Source: an optimization exercise on an open RTL-to-GDS flow (aim: small area and a short achievable clock period). Production flows keep margins and buffers that such runs may drop.
Only simulation tests tie the RTL to the original design; equivalence was not proved.

== v6 ==
==> flow/design.v <==
package mdu_pkg;
  localparam int CNT_W = 4;
  localparam int MULT_CYCLES_DEF = 5;
  localparam int DIV_CYCLES_DEF = 10;
  localparam logic [3:0] MD_NOP   = 4'd0;
  localparam logic [3:0] MD_MULT  = 4'd1;
  localparam logic [3:0] MD_MULTU = 4'd2;
  localparam logic [3:0] MD_DIV   = 4'd3;
  localparam logic [3:0] MD_DIVU  = 4'd4;
  localparam logic [3:0] MD_MTHI  = 4'd5;
  localparam logic [3:0] MD_MTLO  = 4'd6;
  localparam logic [3:0] MD_MADD  = 4'd7;
  localparam logic [3:0] MD_MADDU = 4'd8;
  localparam logic [3:0] MD_MSUB  = 4'd9;
  localparam logic [3:0] MD_MSUBU = 4'd10;
endpackage
  function automatic logic is_madd_op(input logic [3:0] op);
    is_madd_op = 1'b0;
  endfunction
  function automatic logic is_mul_op(input logic [3:0] op);
    is_mul_op = op == mdu_pkg::MD_MULT || op == mdu_pkg::MD_MULTU || is_madd_op(op);
  endfunction
  function automatic logic is_div_op(input logic [3:0] op);
    is_div_op = op == mdu_pkg::MD_DIV || op == mdu_pkg::MD_DIVU;
  endfunction
  function automatic logic is_signed_op(input logic [3:0] op);
    is_signed_op = op == mdu_pkg::MD_MULT || op == mdu_pkg::MD_DIV ||
                   op == mdu_pkg::MD_MADD || op == mdu_pkg::MD_MSUB;
  endfunction
module md_rip #(
  parameter int N = 8
) (
  input  logic [N-1:0] x,
  input  logic [N-1:0] y,
  input  logic         ci,
  output logic [N-1:0] s,
  output logic         co
);
  logic [N:0] c;
  assign c[0] = ci;
  genvar j;
  generate
    for (j = 0; j < N; j++) begin : g_bit
      assign s[j]   = x[j] ^ y[j] ^ c[j];
      assign c[j+1] = (x[j] & y[j]) | (x[j] & c[j]) | (y[j] & c[j]);
    end
  endgenerate
  assign co = c[N];
endmodule
module md_add #(
  parameter int N = 35,
  parameter int L = 5
) (
  input  logic [N-1:0] x,
  input  logic [N-1:0] y,
  input  logic         ci,
  output logic [N-1:0] s
);
  localparam int K = (N + L - 1) / L;
  logic [K:0] c;
  assign c[0] = ci;
  genvar k, j;
  generate
    for (k = 0; k < K; k++) begin : g_seg
      localparam int LO = k * L;
      localparam int HI = ((k + 1) * L > N) ? N : (k + 1) * L;
      localparam int W = HI - LO;
      if (k == 0) begin : g_first
        md_rip #(.N(W)) u_rip (.x(x[HI-1:LO]), .y(y[HI-1:LO]), .ci(c[0]), .s(s[HI-1:LO]), .co(c[1]));
      end else begin : g_inc
        logic [W-1:0] s0;
        logic         c0;
        logic [W:0]   t;
        md_rip #(.N(W)) u_rip (.x(x[HI-1:LO]), .y(y[HI-1:LO]), .ci(1'b0), .s(s0), .co(c0));
        assign t[0] = 1'b1;
        for (j = 0; j < W; j++) begin : g_bit
          assign t[j+1]   = t[j] & s0[j];
          assign s[LO+j]  = s0[j] ^ (c[k] & t[j]);
        end
        assign c[k+1] = c0 | (c[k] & t[W]);
      end
    end
  endgenerate
endmodule
module md_row (
  input  logic [34:0] x,
  input  logic [32:0] b33,
  input  logic        nz,
  input  logic        m,
  input  logic        neg,
  output logic [34:0] s
);
  logic [34:0] sel;
  logic        s0, s1;
  assign s0  = nz & !m;
  assign s1  = nz & m;
  assign sel = ({{2{b33[32]}}, b33} & {35{s0}}) | ({b33[32], b33, 1'b0} & {35{s1}});
  md_add #(.N(35), .L(6)) u_add (.x(x), .y(sel ^ {35{neg}}), .ci(neg), .s(s));
endmodule
module md_stage #(
  parameter bit FIRST = 0
) (
  input  logic        mulm,
  input  logic        last,
  input  logic        bneg,
  input  logic        nbit,
  input  logic [2:0]  dig,
  input  logic [32:0] b33,
  input  logic [34:0] pin,
  output logic [34:0] s,
  output logic        q
);
  logic [34:0] x;
  logic        nz, m, neg;
  assign x   = FIRST ? pin : ({{2{pin[34]}}, pin[34:2]} & {35{mulm}}) | ({pin[33:0], nbit} & {35{!mulm}});
  assign nz  = mulm ? !(dig == 3'b000 || dig == 3'b111) : 1'b1;
  assign m   = mulm ? (dig == 3'b011 || dig == 3'b100) : FIRST & last;
  assign neg = mulm ? dig[2] : !pin[34] ^ bneg;
  md_row u_row (.x(x), .b33(b33), .nz(nz), .m(m), .neg(neg), .s(s));
  assign q = !s[34] ^ bneg;
endmodule
module md_unit #(
  parameter int MULT_CYCLES = mdu_pkg::MULT_CYCLES_DEF,
  parameter int DIV_CYCLES  = mdu_pkg::DIV_CYCLES_DEF
) (
  input  logic        clk,
  input  logic        reset_n,
  input  logic        start,
  input  logic [3:0]  op,
  input  logic [31:0] a,
  input  logic [31:0] b,
  output logic        busy,
  output logic [31:0] hi,
  output logic [31:0] lo
);
  function automatic logic is_madd_op(input logic [3:0] op);
    is_madd_op = 1'b0;
  endfunction
  function automatic logic is_mul_op(input logic [3:0] op);
    is_mul_op = op == mdu_pkg::MD_MULT || op == mdu_pkg::MD_MULTU || is_madd_op(op);
  endfunction
  function automatic logic is_div_op(input logic [3:0] op);
    is_div_op = op == mdu_pkg::MD_DIV || op == mdu_pkg::MD_DIVU;
  endfunction
  function automatic logic is_signed_op(input logic [3:0] op);
    is_signed_op = op == mdu_pkg::MD_MULT || op == mdu_pkg::MD_DIV ||
                   op == mdu_pkg::MD_MADD || op == mdu_pkg::MD_MSUB;
  endfunction
  logic [mdu_pkg::CNT_W-1:0] cnt;
  logic        run;       
  logic        idle;
  logic        mulm;      
  logic        bneg;      
  logic        aneg;      
  logic [31:0] dreg;      
  logic [35:0] whi;       
  logic [31:0] wlo;       
  logic [2:0]  ext;       
  logic        mprev;     
  logic        last;
  logic        qneg;
  logic [32:0] b33;
  logic [34:0] s1, s2, s3, s4;
  logic [4:1]  q;
  logic [2:0]  dig1;
  logic        ctl_last;
  logic        rneg_fin;
  logic        c;
  logic        kill, h_a, h_mul, h_s1, h_whi, h_hold, l_a, l_hold;
  logic        inc;
  logic [31:0] lres;
  logic        dz;
  logic        commit;
  logic        go;
  logic        sel_mthi, sel_mtlo;
  assign run  = !idle;
  assign last = cnt == mdu_pkg::CNT_W'(1);
  assign qneg = aneg ^ bneg;
  assign b33  = {bneg, dreg};
  assign ctl_last = last;
  assign dig1 = (mulm & last) ? {aneg, aneg, mprev} : {wlo[1], wlo[0], mprev};
  md_stage #(.FIRST(1)) u_st1 (.mulm(mulm), .last(ctl_last), .bneg(bneg),
    .nbit(1'b0), .dig(dig1), .b33(b33), .pin({whi[35], whi[35:2]}), .s(s1), .q(q[1]));
  md_stage #(.FIRST(0)) u_st2 (.mulm(mulm), .last(ctl_last), .bneg(bneg),
    .nbit(ext[2]), .dig(wlo[3:1]), .b33(b33), .pin(s1), .s(s2), .q(q[2]));
  md_stage #(.FIRST(0)) u_st3 (.mulm(mulm), .last(ctl_last), .bneg(bneg),
    .nbit(ext[1]), .dig(wlo[5:3]), .b33(b33), .pin(s2), .s(s3), .q(q[3]));
  md_stage #(.FIRST(0)) u_st4 (.mulm(mulm), .last(ctl_last), .bneg(bneg),
    .nbit(ext[0]), .dig(wlo[7:5]), .b33(b33), .pin(s3), .s(s4), .q(q[4]));
  assign rneg_fin = whi[35];
  assign c    = rneg_fin ? s1[34:1] == 34'd0 : whi[35:3] == 33'd0;
  assign inc  = !mulm & (qneg ^ (aneg & c));
  assign lres = wlo + {31'd0, inc};
  assign kill     = aneg & c;
  assign h_a      = sel_mthi;
  assign h_mul    = commit & mulm;
  assign h_s1     = commit & !mulm & (rneg_fin ^ aneg) & !kill;
  assign h_whi    = commit & !mulm & !(rneg_fin ^ aneg) & !kill;
  assign h_hold   = !sel_mthi & !commit;
  assign l_a      = sel_mtlo;
  assign l_hold   = !sel_mtlo & !commit;
  assign dz   = dreg == 32'd0;
  assign commit = run & last & (mulm | !dz);
  assign go = start & !run;
  assign sel_mthi = go && op == mdu_pkg::MD_MTHI;
  assign sel_mtlo = go && op == mdu_pkg::MD_MTLO;
  always_ff @(posedge clk or negedge reset_n) begin
    if (!reset_n) begin
      cnt  <= '0;
      busy <= 1'b0;
      idle <= 1'b1;
      hi   <= '0;
      lo   <= '0;
    end else begin
      if (run) begin
        cnt <= cnt - mdu_pkg::CNT_W'(1);
        if (last) begin
          busy <= 1'b0;
          idle <= 1'b1;
        end
      end else if (start && (is_mul_op(op) || is_div_op(op))) begin
        cnt  <= (op[1] ^ op[0]) ? mdu_pkg::CNT_W'(MULT_CYCLES) : mdu_pkg::CNT_W'(DIV_CYCLES);
        busy <= 1'b1;
        idle <= 1'b0;
      end
      hi <= (a & {32{h_a}}) | (s1[31:0] & {32{h_mul}}) | (s1[32:1] & {32{h_s1}}) |
            (whi[34:3] & {32{h_whi}}) | (hi & {32{h_hold}});
      lo <= (a & {32{l_a}}) | (lres & {32{commit}}) | (lo & {32{l_hold}});
    end
  end
  always_ff @(posedge clk) begin
    if (!run) begin
      mulm  <= op[1] ^ op[0];
      bneg  <= op[0] & b[31];
      aneg  <= op[0] & a[31];
      dreg  <= b;
      whi   <= {36{op[1] & op[0] & a[31]}};
      wlo   <= a;
      mprev <= 1'b0;
    end else begin
      whi   <= mulm ? {s4[34], s4} : {s4[32:0], wlo[31], 2'b00};
      wlo   <= mulm ? {s4[1:0], s3[1:0], s2[1:0], s1[1:0], wlo[31:8]}
                    : {wlo[27:0], q[1], q[2], q[3], q[4]};
      mprev <= wlo[7];
    end
    ext <= run ? wlo[30:28] : {3{op[1] & op[0] & a[31]}};
  end
endmodule
clock: 125.0 ns
lec_check: 0
abc_area: 1
cap_margin: 20
core_margin: 2
core_utilization: 40
slew_margin: 20
standard.sh (not shown) runs the stock make flow with config.mk's settings and CLKGATE_MAP_FILE= SYNTH_SCRIPT=/design/flow/synth_recipe.tcl, a recipe that flattens the netlist after the stock synthesis.
==> flow/flow/run.sh <==
#!/bin/bash
# Standard layout, with plain buffers on the ports; timing repair also works on paths with less
# than 98.8 ns of slack (the input port paths), which set the achieved period.
set -euo pipefail
bash standard.sh BUFFER_PORTS_ARGS="-buffer_cell sky130_fd_sc_hd__buf_1" SETUP_SLACK_MARGIN=98.8 CTS_ARGS="-sink_clustering_enable -repair_clock_nets -dont_use_dummy_load -root_buf sky130_fd_sc_hd__clkbuf_16 -buf_list sky130_fd_sc_hd__clkbuf_8" finish > make_finish.log 2>&1
v6: no failed stages, no open violations at the end
[inputs] v7 vs v6
diff --git a/flow/design.v b/flow/design.v
--- a/flow/design.v
+++ b/flow/design.v
@@ -164,13 +164,15 @@
   logic [4:1]  q;
   logic [2:0]  dig1;
   logic        ctl_last;
   logic        rneg_fin;
   logic        c;
-  logic        kill, h_a, h_mul, h_s1, h_whi, h_hold, l_a, l_hold;
+  logic [31:0] rpos;
+  logic [31:0] rfin;
   logic        inc;
   logic [31:0] lres;
+  logic [31:0] hres;
   logic        dz;
   logic        commit;
   logic        go;
   logic        sel_mthi, sel_mtlo;
   assign run  = !idle;
@@ -187,20 +189,15 @@
     .nbit(ext[1]), .dig(wlo[5:3]), .b33(b33), .pin(s2), .s(s3), .q(q[3]));
   md_stage #(.FIRST(0)) u_st4 (.mulm(mulm), .last(ctl_last), .bneg(bneg),
     .nbit(ext[0]), .dig(wlo[7:5]), .b33(b33), .pin(s3), .s(s4), .q(q[4]));
   assign rneg_fin = whi[35];
   assign c    = rneg_fin ? s1[34:1] == 34'd0 : whi[35:3] == 33'd0;
+  assign rpos = (rneg_fin ^ aneg) ? s1[32:1] : whi[34:3];
+  assign rfin = rpos & {32{!(aneg & c)}};
   assign inc  = !mulm & (qneg ^ (aneg & c));
   assign lres = wlo + {31'd0, inc};
-  assign kill     = aneg & c;
-  assign h_a      = sel_mthi;
-  assign h_mul    = commit & mulm;
-  assign h_s1     = commit & !mulm & (rneg_fin ^ aneg) & !kill;
-  assign h_whi    = commit & !mulm & !(rneg_fin ^ aneg) & !kill;
-  assign h_hold   = !sel_mthi & !commit;
-  assign l_a      = sel_mtlo;
-  assign l_hold   = !sel_mtlo & !commit;
+  assign hres = mulm ? s1[31:0] : rfin;
   assign dz   = dreg == 32'd0;
   assign commit = run & last & (mulm | !dz);
   assign go = start & !run;
   assign sel_mthi = go && op == mdu_pkg::MD_MTHI;
   assign sel_mtlo = go && op == mdu_pkg::MD_MTLO;
@@ -221,13 +218,12 @@
       end else if (start && (is_mul_op(op) || is_div_op(op))) begin
         cnt  <= (op[1] ^ op[0]) ? mdu_pkg::CNT_W'(MULT_CYCLES) : mdu_pkg::CNT_W'(DIV_CYCLES);
         busy <= 1'b1;
         idle <= 1'b0;
       end
-      hi <= (a & {32{h_a}}) | (s1[31:0] & {32{h_mul}}) | (s1[32:1] & {32{h_s1}}) |
-            (whi[34:3] & {32{h_whi}}) | (hi & {32{h_hold}});
-      lo <= (a & {32{l_a}}) | (lres & {32{commit}}) | (lo & {32{l_hold}});
+      hi <= (a & {32{sel_mthi}}) | (hres & {32{commit}}) | (hi & {32{!sel_mthi && !commit}});
+      lo <= (a & {32{sel_mtlo}}) | (lres & {32{commit}}) | (lo & {32{!sel_mtlo && !commit}});
     end
   end
   always_ff @(posedge clk) begin
     if (!run) begin
       mulm  <= op[1] ^ op[0];
Notes after the runs:
Summary of v7 over v6: number of nets in the layout went up 15; highest net fanout along the worst path went up 15; starting DRC count in detailed routing went up 23%. Comparing v6 and v7, the higher data arrival at the endpoint of the critical path was measured on v6. When v7 is set beside v6, its share of the final layout cell area in sequential cells turns out to be 0.39 points smaller. Layout-stage area growth over the synthesis result delta for v7 relative to v6: 1.1 points lower. Of the two values seen for end point of the critical path, hi[6]$_DFF_PN0_ was produced by v6 and lo[27]$_DFF_PN0_ by v7. [compare] base=v6 new=v7: total number of vias higher; largest net degree at the start of global routing higher; post-layout worst setup margin higher.

==> re-timing with driven ports <==
The results above use ideal ports. As a check the final layouts listed here were re-extracted and re-timed, cells and wires unchanged. Step 1 sets driving cells, clkbuf_16 on the clock port and buf_2 on the other inputs (assumed; they add their load-dependent delay and slew). Step 2, shift: input delay + t, output delay - t, t = (earliest + latest rising clock arrival at the registers) / 2. This alone moves slack from input paths to output paths. Slacks: no drivers / after step 1 / after step 2; pairs: no drivers / after step 1.
run | shift t [ns] | setup slack, ns | worst hold slack (ns) | clock arrival spread, ns
v6 | 0.472 | 98.893 / 98.848 / 98.456 | 0.491 / 0.491 / 0.491 | 0.056 / 0.057
v7 | 0.491 | 98.926 / 98.874 / 98.470 | 0.498 / 0.498 / 0.498 | 0.023 / 0.023
After both steps every run listed still meets setup and hold. The setup slack of v7, which loses most, moves by -0.052 ns with the drivers and by -0.456 ns with both steps.
